Background: an optimization exercise with open tools, aiming at small area, a short achievable clock period and few clock cycles per item. Do not read the settings as production practice. The RTL was checked by simulation tests, not by an equivalence proof against the original design. Power is estimated from default activity; no workload was simulated.

==> design/flow/config.mk <==
export PLATFORM = sky130hd
export DESIGN_NAME = encoder_speed_and_ramped_setpoint_core
export DESIGN_NICKNAME = encoder_speed_and_ramped_setpoint_core
export VERILOG_FILES = /design/flow/design.v
export SDC_FILE = /design/flow/constraint.sdc
export NUM_CORES = 4
export LEC_CHECK = 0
export CAP_MARGIN = 20
export CORE_MARGIN = 2
export CORE_UTILIZATION = 40
export SLEW_MARGIN = 20
==> design/flow/design.v <==
`default_nettype none
package esr_pkg;
  localparam int MUL_A_W = 33;
  localparam int MUL_B_W = 24;
  localparam int PROD_W = MUL_A_W + MUL_B_W;
  localparam int DVD_W = 57;
  localparam int DVS_W = 48;
  localparam int ITER_W = 6;
  localparam int MUL_CNT_W = 5;
  localparam logic [ITER_W-1:0] SPD_ITERS = 6'd57;
  localparam logic [ITER_W-1:0] STEP_ITERS = 6'd48;
  localparam logic [ITER_W-1:0] MS_ITERS = 6'd39;
  localparam logic [ITER_W-1:0] SS_ITERS = 6'd24;
  localparam logic [DVS_W-1:0] MS_PER_S = 48'd1000;
  typedef struct packed {
    logic start;
    logic [MUL_A_W-1:0] a;
    logic [MUL_B_W-1:0] b;
  } mul_req_t;
  typedef struct packed {
    logic start;
    logic [DVD_W-1:0] dividend;
    logic [DVS_W-1:0] divisor;
    logic [ITER_W-1:0] iters;
  } div_req_t;
  typedef enum logic [2:0] {
    REG_REVERSE = 3'd0,
    REG_PPR = 3'd1,
    REG_CIRC = 3'd2,
    REG_MAX_SPEED = 3'd3,
    REG_MAX_ACCEL = 3'd4
  } reg_addr_t;
  typedef enum logic [3:0] {
    ST_IDLE,
    ST_PREP,
    ST_MUL_NUM,
    ST_MUL_DEN,
    ST_DIV_SPD,
    ST_RAMP_GO,
    ST_MUL_STEP,
    ST_DIV_STEP,
    ST_SCALE_GO,
    ST_DIV_MS,
    ST_DIV_SS,
    ST_DONE
  } state_t;
endpackage
`default_nettype wire
`default_nettype none
module esr_mul (
  input  logic clk,
  input  logic rst,
  input  esr_pkg::mul_req_t req,
  output logic done,
  output logic [esr_pkg::PROD_W-1:0] product
);
  logic [esr_pkg::MUL_A_W-1:0] a_r;
  logic [esr_pkg::MUL_A_W-1:0] hi;
  logic [esr_pkg::MUL_B_W-1:0] lo;
  logic [esr_pkg::MUL_CNT_W-1:0] cnt;
  logic busy;
  logic [esr_pkg::MUL_A_W:0] sum;
  assign sum = {1'b0, hi} + (lo[0] ? {1'b0, a_r} : '0);
  assign product = {hi, lo};
  always_ff @(posedge clk) begin
    if (rst) begin
      busy <= 1'b0;
      done <= 1'b0;
      cnt <= '0;
    end else begin
      done <= 1'b0;
      if (req.start) begin
        a_r <= req.a;
        hi <= '0;
        lo <= req.b;
        cnt <= '0;
        busy <= 1'b1;
      end else if (busy) begin
        hi <= sum[esr_pkg::MUL_A_W:1];
        lo <= {sum[0], lo[esr_pkg::MUL_B_W-1:1]};
        cnt <= cnt + 1'b1;
        if (cnt == esr_pkg::MUL_CNT_W'(esr_pkg::MUL_B_W - 1)) begin
          busy <= 1'b0;
          done <= 1'b1;
        end
      end
    end
  end
endmodule
`default_nettype wire
`default_nettype none
module esr_div (
  input  logic clk,
  input  logic rst,
  input  esr_pkg::div_req_t req,
  output logic done,
  output logic [esr_pkg::DVD_W-1:0] quotient
);
  logic [esr_pkg::DVS_W-1:0] rem;
  logic [esr_pkg::DVD_W-1:0] dvd;
  logic [esr_pkg::DVS_W-1:0] dvs;
  logic [esr_pkg::ITER_W-1:0] cnt;
  logic busy;
  logic [esr_pkg::DVS_W:0] trial;
  logic [esr_pkg::DVS_W+1:0] diff;
  logic ge;
  assign trial = {rem, dvd[esr_pkg::DVD_W-1]};
  assign diff = {1'b0, trial} - {2'b00, dvs};
  assign ge = ~diff[esr_pkg::DVS_W+1];
  assign quotient = dvd;
  always_ff @(posedge clk) begin
    if (rst) begin
      busy <= 1'b0;
      done <= 1'b0;
      cnt <= '0;
    end else begin
      done <= 1'b0;
      if (req.start) begin
        rem <= '0;
        dvd <= req.dividend;
        dvs <= req.divisor;
        cnt <= req.iters;
        busy <= 1'b1;
      end else if (busy) begin
        rem <= ge ? diff[esr_pkg::DVS_W-1:0] : trial[esr_pkg::DVS_W-1:0];
        dvd <= {dvd[esr_pkg::DVD_W-2:0], ge};
        cnt <= cnt - 1'b1;
        if (cnt == esr_pkg::ITER_W'(1)) begin
          busy <= 1'b0;
          done <= 1'b1;
        end
      end
    end
  end
endmodule
`default_nettype wire
`default_nettype none
module encoder_speed_and_ramped_setpoint_core (
  input  logic clk,
  input  logic rst,
  input  logic psel,
  input  logic penable,
  input  logic pwrite,
  input  logic [4:0] paddr,
  input  logic [31:0] pwdata,
  output logic [31:0] prdata,
  output logic pready,
  input  logic in_valid,
  output logic in_ready,
  input  logic signed [31:0] encoder_count,
  input  logic [31:0] time_ms,
  input  logic signed [16:0] target_speed_mm_s,
  output logic out_valid,
  input  logic out_ready,
  output logic signed [23:0] measured_speed_mm_s,
  output logic signed [20:0] measured_scaled,
  output logic signed [16:0] ramped_speed_mm_s,
  output logic signed [10:0] setpoint_scaled
);
  logic reverse;
  logic [15:0] pulses_per_rev;
  logic [23:0] circumference_um;
  logic [15:0] max_speed_mm_s;
  logic [15:0] max_accel_mm_s2;
  esr_pkg::state_t state;
  esr_pkg::state_t state_next;
  logic signed [31:0] count_r;
  logic [31:0] now_r;
  logic signed [16:0] target_r;
  logic signed [31:0] last_position;
  logic [31:0] last_sample_time;
  logic [31:0] last_ramp_time;
  logic signed [16:0] ramped_speed;
  logic [31:0] dt_r;
  logic [31:0] rdt_r;
  logic spd_neg;
  logic [esr_pkg::PROD_W-1:0] num_r;
  logic signed [23:0] speed_r;
  logic signed [20:0] mscaled_r;
  logic signed [10:0] sscaled_r;
  esr_pkg::mul_req_t mul_req;
  esr_pkg::div_req_t div_req;
  logic mul_done, div_done;
  logic [esr_pkg::PROD_W-1:0] mul_product;
  logic [esr_pkg::DVD_W-1:0] div_quot;
  logic in_fire, cfg_wr;
  logic signed [31:0] pos_half, pos;
  logic signed [32:0] dpos;
  logic [32:0] dpos_mag;
  logic [15:0] ppr_eff;
  logic [23:0] speed_mag;
  logic [39:0] ms_prod;
  logic [16:0] ramp_mag;
  logic [24:0] ss_prod;
  logic signed [17:0] diff;
  logic [17:0] adiff;
  logic [17:0] step18;
  logic signed [17:0] ramp_move;
  logic snap;
  esr_mul u_mul (
    .clk(clk), .rst(rst), .req(mul_req), .done(mul_done), .product(mul_product)
  );
  esr_div u_div (
    .clk(clk), .rst(rst), .req(div_req), .done(div_done), .quotient(div_quot)
  );
  assign pready = 1'b1;
  assign cfg_wr = psel & penable & pwrite;
  assign in_ready = (state == esr_pkg::ST_IDLE);
  assign in_fire = in_valid & in_ready;
  always_comb begin
    case (paddr[4:2])
      esr_pkg::REG_REVERSE: prdata = {31'd0, reverse};
      esr_pkg::REG_PPR: prdata = {16'd0, pulses_per_rev};
      esr_pkg::REG_CIRC: prdata = {8'd0, circumference_um};
      esr_pkg::REG_MAX_SPEED: prdata = {16'd0, max_speed_mm_s};
      esr_pkg::REG_MAX_ACCEL: prdata = {16'd0, max_accel_mm_s2};
      default: prdata = '0;
    endcase
  end
  always_ff @(posedge clk) begin
    if (rst) begin
      reverse <= 1'b0;
      pulses_per_rev <= 16'd1;
      circumference_um <= 24'd1;
      max_speed_mm_s <= 16'd1;
      max_accel_mm_s2 <= 16'd2500;
    end else if (cfg_wr) begin
      case (paddr[4:2])
        esr_pkg::REG_REVERSE: reverse <= pwdata[0];
        esr_pkg::REG_PPR: pulses_per_rev <= pwdata[15:0];
        esr_pkg::REG_CIRC: circumference_um <= pwdata[23:0];
        esr_pkg::REG_MAX_SPEED: max_speed_mm_s <= pwdata[15:0];
        esr_pkg::REG_MAX_ACCEL: max_accel_mm_s2 <= pwdata[15:0];
        default: ;
      endcase
    end
  end
  assign pos_half = (count_r + $signed({31'd0, count_r[31] & count_r[0]})) >>> 1;
  assign pos = reverse ? -pos_half : pos_half;
  assign dpos = {pos[31], pos} - {last_position[31], last_position};
  assign dpos_mag = dpos[32] ? 33'(-dpos) : 33'(dpos);
  assign ppr_eff = (pulses_per_rev == 16'd0) ? 16'd1 : pulses_per_rev;
  assign speed_mag = speed_r[23] ? 24'(-speed_r) : 24'(speed_r);
  assign ms_prod = {speed_mag, 16'd0} - {8'd0, speed_mag, 8'd0};
  assign ramp_mag = ramped_speed[16] ? 17'(-ramped_speed) : 17'(ramped_speed);
  assign ss_prod = {ramp_mag, 8'd0} - {8'd0, ramp_mag};
  assign diff = {target_r[16], target_r} - {ramped_speed[16], ramped_speed};
  assign adiff = diff[17] ? 18'(-diff) : 18'(diff);
  assign snap = (adiff <= 18'd1) || ({30'd0, adiff} <= div_quot[47:0]);
  assign step18 = div_quot[17:0];
  assign ramp_move = diff[17] ? ({ramped_speed[16], ramped_speed} - $signed(step18))
                              : ({ramped_speed[16], ramped_speed} + $signed(step18));
  always_ff @(posedge clk) begin
    if (rst) begin
      state <= esr_pkg::ST_IDLE;
    end else begin
      state <= state_next;
    end
  end
  always_comb begin
    state_next = state;
    mul_req = '0;
    div_req = '0;
    case (state)
      esr_pkg::ST_IDLE: begin
        if (in_fire) state_next = esr_pkg::ST_PREP;
      end
      esr_pkg::ST_PREP: begin
        mul_req.start = 1'b1;
        mul_req.a = dpos_mag;
        mul_req.b = circumference_um;
        state_next = esr_pkg::ST_MUL_NUM;
      end
      esr_pkg::ST_MUL_NUM: begin
        if (mul_done) begin
          mul_req.start = 1'b1;
          mul_req.a = {1'b0, dt_r};
          mul_req.b = {8'd0, ppr_eff};
          state_next = esr_pkg::ST_MUL_DEN;
        end
      end
      esr_pkg::ST_MUL_DEN: begin
        if (mul_done) begin
          if (dt_r == 32'd0) begin
            state_next = esr_pkg::ST_RAMP_GO;
          end else begin
            div_req.start = 1'b1;
            div_req.dividend = num_r;
            div_req.divisor = mul_product[esr_pkg::DVS_W-1:0];
            div_req.iters = esr_pkg::SPD_ITERS;
            state_next = esr_pkg::ST_DIV_SPD;
          end
        end
      end
      esr_pkg::ST_DIV_SPD: begin
        if (div_done) state_next = esr_pkg::ST_RAMP_GO;
      end
      esr_pkg::ST_RAMP_GO: begin
        if (max_accel_mm_s2 == 16'd0) begin
          state_next = esr_pkg::ST_SCALE_GO;
        end else begin
          mul_req.start = 1'b1;
          mul_req.a = {1'b0, rdt_r};
          mul_req.b = {8'd0, max_accel_mm_s2};
          state_next = esr_pkg::ST_MUL_STEP;
        end
      end
      esr_pkg::ST_MUL_STEP: begin
        if (mul_done) begin
          div_req.start = 1'b1;
          div_req.dividend = {mul_product[47:0], 9'd0};
          div_req.divisor = esr_pkg::MS_PER_S;
          div_req.iters = esr_pkg::STEP_ITERS;
          state_next = esr_pkg::ST_DIV_STEP;
        end
      end
      esr_pkg::ST_DIV_STEP: begin
        if (div_done) state_next = esr_pkg::ST_SCALE_GO;
      end
      esr_pkg::ST_SCALE_GO: begin
        if (max_speed_mm_s == 16'd0) begin
          state_next = esr_pkg::ST_DONE;
        end else begin
          div_req.start = 1'b1;
          div_req.dividend = {ms_prod[38:0], 18'd0};
          div_req.divisor = {32'd0, max_speed_mm_s};
          div_req.iters = esr_pkg::MS_ITERS;
          state_next = esr_pkg::ST_DIV_MS;
        end
      end
      esr_pkg::ST_DIV_MS: begin
        if (div_done) begin
          div_req.start = 1'b1;
          div_req.dividend = {ss_prod[23:0], 33'd0};
          div_req.divisor = {32'd0, max_speed_mm_s};
          div_req.iters = esr_pkg::SS_ITERS;
          state_next = esr_pkg::ST_DIV_SS;
        end
      end
      esr_pkg::ST_DIV_SS: begin
        if (div_done) state_next = esr_pkg::ST_DONE;
      end
      esr_pkg::ST_DONE: begin
        if (!out_valid || out_ready) state_next = esr_pkg::ST_IDLE;
      end
      default: state_next = esr_pkg::ST_IDLE;
    endcase
  end
  always_ff @(posedge clk) begin
    if (rst) begin
      last_position <= '0;
      last_sample_time <= '0;
      last_ramp_time <= '0;
      ramped_speed <= '0;
      out_valid <= 1'b0;
    end else begin
      if (out_valid && out_ready && state != esr_pkg::ST_DONE) out_valid <= 1'b0;
      case (state)
        esr_pkg::ST_IDLE: begin
          if (in_fire) begin
            count_r <= encoder_count;
            now_r <= time_ms;
            target_r <= (target_speed_mm_s == -17'sd65536) ? -17'sd65535
                                                             : target_speed_mm_s;
          end
        end
        esr_pkg::ST_PREP: begin
          last_position <= pos;
          last_sample_time <= now_r;
          dt_r <= now_r - last_sample_time;
          rdt_r <= now_r - last_ramp_time;
          spd_neg <= dpos[32];
          if (max_accel_mm_s2 != 16'd0) last_ramp_time <= now_r;
        end
        esr_pkg::ST_MUL_NUM: begin
          if (mul_done) num_r <= mul_product;
        end
        esr_pkg::ST_MUL_DEN: begin
          if (mul_done && dt_r == 32'd0) speed_r <= '0;
        end
        esr_pkg::ST_DIV_SPD: begin
          if (div_done) begin
            if (!spd_neg) begin
              speed_r <= (div_quot > 57'd8388607) ? 24'sh7fffff : $signed(div_quot[23:0]);
            end else begin
              speed_r <= (div_quot >= 57'd8388608) ? 24'sh800000
                                                   : $signed(24'(-div_quot[23:0]));
            end
          end
        end
        esr_pkg::ST_RAMP_GO: begin
          if (max_accel_mm_s2 == 16'd0) ramped_speed <= target_r;
        end
        esr_pkg::ST_DIV_STEP: begin
          if (div_done) begin
            ramped_speed <= snap ? target_r : ramp_move[16:0];
          end
        end
        esr_pkg::ST_SCALE_GO: begin
          if (max_speed_mm_s == 16'd0) begin
            mscaled_r <= -21'sd256;
            sscaled_r <= -11'sd1;
          end
        end
        esr_pkg::ST_DIV_MS: begin
          if (div_done) begin
            if (!speed_r[23]) begin
              mscaled_r <= (div_quot > 57'd1048575) ? 21'sh0fffff : $signed(div_quot[20:0]);
            end else begin
              mscaled_r <= (div_quot >= 57'd1048576) ? 21'sh100000
                                                     : $signed(21'(-div_quot[20:0]));
            end
          end
        end
        esr_pkg::ST_DIV_SS: begin
          if (div_done) begin
            if (!ramped_speed[16]) begin
              sscaled_r <= (div_quot > 57'd1023) ? 11'sd1023 : $signed(div_quot[10:0]);
            end else begin
              sscaled_r <= (div_quot > 57'd1023) ? -11'sd1023
                                                 : $signed(11'(-div_quot[10:0]));
            end
          end
        end
        esr_pkg::ST_DONE: begin
          if (!out_valid || out_ready) begin
            measured_speed_mm_s <= speed_r;
            measured_scaled <= mscaled_r;
            ramped_speed_mm_s <= ramped_speed;
            setpoint_scaled <= sscaled_r;
            out_valid <= 1'b1;
          end
        end
        default: ;
      endcase
    end
  end
endmodule
`default_nettype wire
==> design/flow/constraint.sdc <==
create_clock -name core_clock -period 8.0 [get_ports {clk}]
set_input_delay 1.6000 -clock core_clock [delete_from_list [all_inputs] [get_ports {clk}]]
set_output_delay 1.6000 -clock core_clock [all_outputs]
set_load 0.01 [all_outputs]
==> design/flow/run.sh <==
#!/bin/bash
# synth_recipe.tcl (not shown) runs the flow's synth.tcl, then flattens the netlist and writes it again
# the make line also repeats each setting of config.mk as NAME=value (left out here)
make -C /OpenROAD-flow-scripts/flow DESIGN_CONFIG=/design/flow/config.mk WORK_HOME=/design/flow/orfs CLKGATE_MAP_FILE= SYNTH_SCRIPT=/design/flow/synth_recipe.tcl finish
==> impl_metrics.env <==
export IMPL_rows=127
export IMPL_clk_path_buf_depth=3
export IMPL_clk_latency_ps=680
export IMPL_area_growth_pct=13.90
export IMPL_route_met3_wl_mm=8.227
export IMPL_dieHeight_um=350.5
export IMPL_cp_slowest_stage_delay_ps=510
export IMPL_crit_path_end_kind="register"
export IMPL_clockRootBuffer="clkbuf_16"
export IMPL_yosys_area_top_type_share=0.3596
export IMPL_start_kind="register"
export IMPL_place_congestion=0.9468
export IMPL_cts_tree="built"
export IMPL_worstPathRequired_ps=8380
export IMPL_skew_ps=22.75
export IMPL_ios=233
export IMPL_setup_tns_final_ps=0
export IMPL_cp_max_fo=24
export IMPL_hold_buffers=0
export IMPL_clockPowerShare=0.281
export IMPL_hold_depth=0
export IMPL_dr_pass1_iters=9
export IMPL_ir_drop_uv=199.5
export IMPL_fmax_ghz=0.1425
export IMPL_reg2regPathDepth=25
export IMPL_power_density_nw_per_um2=274.8
export IMPL_path_class="register to register"
export IMPL_max_slew_margin=0.2609
export IMPL_synthesis_area_um2=48020
export IMPL_utilization=0.4578
export IMPL_tightest_slew_ps=1100
export IMPL_grt_usage=0.2273
export IMPL_wl_per_cell_um=20.60
export IMPL_synth_edf_count=575
export IMPL_start_util=0.4019
export IMPL_vias_per_cell=5.675
export IMPL_grt_pass1_vias=37070
export IMPL_mostFrequentLayoutCells="587 x nand2_1, 575 x edfxtp_1, 436 x a21oi_1, 386 x nor2_1, 314 x inv_1"
export IMPL_top_layer="met4"
export IMPL_p_sw_uw=5440
export IMPL_finalMaxSlewViolations=0
export IMPL_dr_first_iter_drc_count=3833
export IMPL_dp_cells=6742
export IMPL_layout_drive_gt1_share=0.05494
export IMPL_p_int_uw=9592
export IMPL_synthArstFlopShare=0
export IMPL_dieArea_um2=122800
export IMPL_ys_ff_latch=781
export IMPL_clkTransAtPathRegs_ps=60
export IMPL_finalPower_uw=15030
export IMPL_grt_pass1_wl_mm=217.8
export IMPL_wl_met2_mm=66.60
export IMPL_synth_main_ff_cell="edfxtp_1"
export IMPL_setup_viol=0
export IMPL_cap_violations=0
export IMPL_fin_cells=6911
export IMPL_postRouteAntennaNets=0
export IMPL_status="timing/DRC/antenna clean"
export IMPL_p_leak_uw=0.01990
export IMPL_hold_path_class="register to register"
export IMPL_post_route_drc_count=0
export IMPL_htreeDepth=3
export IMPL_ys_seq_area_frac=0.4454
export IMPL_ys_warn_count=3
export IMPL_final_common_cell="nand2_1"
export IMPL_crit_path_top_delay_cell="or3b_2"
export IMPL_m1WireLength_mm=62.45
export IMPL_synth_area_leaders="edfxtp_1 36%, dfxtp_1 8.6%, ha_1 6.9%, nand2_1 4.6%, a21oi_1 4.5%"
export IMPL_die_w_um=350.5
export IMPL_yosysUniqueCellTypes=99
export IMPL_cts_buffers_inserted=89
export IMPL_antenna_found_initial=6
export IMPL_swShare=0.3619
export IMPL_portBuffers=213
export IMPL_grt_max_degree=99
export IMPL_drt_total_wl_mm=142.4
export IMPL_fp_coreArea_um2=119500
export IMPL_finalNetCount=5616
export IMPL_rsz0062_at_grt="no"
export IMPL_cts_resized=0
export IMPL_numClockSinks=781
export IMPL_post_cts_setup_buffers=0
export IMPL_p_comb_frac=0.336
export IMPL_postSynthCellCount=5129
export IMPL_hpwlAfterDp_mm=104.6
export IMPL_vias=39220
export IMPL_holdWs_ps=413.6
export IMPL_yosys_area_top_type="edfxtp_1"
export IMPL_grt_overflow_total=0
export IMPL_post_route_period_util=0.8769
export IMPL_finalCriticalPeriod_ps=7015
export IMPL_arrival_ps=7400
export IMPL_p_seq_frac=0.383
export IMPL_finalHoldViolCount=0
export IMPL_avgSynthCellArea_um2=9.363
## synth_stat cells, types with 101 or more instances
cell / number
nand2_1: 590
edfxtp_1: 575
a21oi_1: 436
nor2_1: 394
inv_1: 314
ha_1: 263
xnor2_1: 243
o21ai_0: 239
clkbuf_1: 232
dfxtp_1: 206
xor2_1: 126
nor3_1: 114
nand3_1: 113
a21o_1: 101
and2_1: 101
## critical path: cells and delay by family (launching register included)
kind | cells | cell delay (ps)
AO/OA/AOI/OAI | 7 | 1560
XOR/XNOR | 3 | 830
adder cells (fa/ha/maj) | 2 | 660
buffers and inverters | 3 | 680
flip-flops | 1 | 460
AND/OR/NAND/NOR | 10 | 2530
## cell families (layout without fill, tap and decap cells)
logic type / Yosys count / count (layout) / share of synthesized area
mux: 60 / 60 / 0.01269
compound gates: 1348 / 1348 / 0.1846
buf+inv: 584 / 745 / 0.04687
simple gates: 1714 / 1714 / 0.1711
fa+ha+maj: 270 / 270 / 0.07144
other cells: 2 / 11 / 0.0001564
xor+xnor: 370 / 370 / 0.06764
flops: 781 / 781 / 0.4454
## stage by stage
step | worst slack [ps] | instance area (um^2)
after floorplan | 27.07 | 48050
after global placement | 1152 | 51660
after detailed placement | 1046 | 51660
after CTS | 1015 | 54690
after global routing | 513.5 | 54690
final | 984.8 | 54700
## worst paths after layout
path / from / to / slack, ps
worst max-delay path: count_r[31] / u_mul.a_r[11] / 980
worst min-delay path: mscaled_r[8] / measured_scaled[8] / 410
worst max register to register: count_r[31] / u_mul.a_r[11] / 980
worst min register to register: mscaled_r[8] / measured_scaled[8] / 410
## power groups by stage
| stage | combinational [uW] | sequential [uW] | clock, uW |
|---|---|---|---|
| 2_1_floorplan | 3790 | 5490 | 0 |
| 3_3_place_gp | 4970 | 5830 | 0 |
| 3_5_place_dp | 5030 | 5840 | 0 |
| 5_1_grt | 5620 | 5810 | 4460 |
| 6_report | 5050 | 5760 | 4220 |
| 4_1_cts | 5060 | 5760 | 4310 |
## metal layers
layer  up-vias  global-route usage
li1      18870                   -
met1     18790              0.3060
met2      1299              0.3782
met3       267             0.02486
met4         0             0.08067
met5         -                   0
## flip-flops by register name, indices dropped and copies added, names as in the netlist, 32 cells and up
signal            flops
dt_r                 32
u_mul.a_r            33
now_r                32
last_ramp_time       32
rdt_r                32
last_sample_time     32
u_div.dvs            48
u_div.dvd            57
count_r              32
u_div.rem            48
last_position        32
num_r                57
u_mul.hi             33
## layout make-up
class | instances | area (um^2)
Antenna cell | 2 | 5.005
Clock buffer | 125 | 2505
Clock inverter | 42 | 526.8
Fill cell | 11570 | 64800
Inverter | 315 | 1182
Multi-Input combinational cell | 3771 | 24550
Sequential cell | 781 | 21390
Tap cell | 1612 | 2017
Timing Repair Buffer | 263 | 2524
Testbench counts, summed over its fixed seeds: cycles 448,352, items 1,920.

-- separate check: timing with driven ports --
The results above use ideal ports. As a check the final layout listed here was re-extracted and re-timed, cells and wires unchanged. Step 1, drivers: a clkbuf_16 drives clk and a buf_2 each remaining input, both assumed. Step 2 also shifts input and output timing later by t, the mid clock arrival at the registers, as if the neighbouring blocks saw the same clock. a / b / c = ideal ports / drivers / drivers and shift; a / b = the first two.
t, ns: 0.742
setup WS [ns]: 0.985 / 0.985 / 0.985
latest minus earliest clock arrival (ns): 0.027 / 0.027
worst register clock-pin slew, ns: 0.07 / 0.07
After both steps setup and hold are still met in this run. For this run, drivers alone change the setup slack by 0.000 ns; drivers and shift together by 0.000 ns.
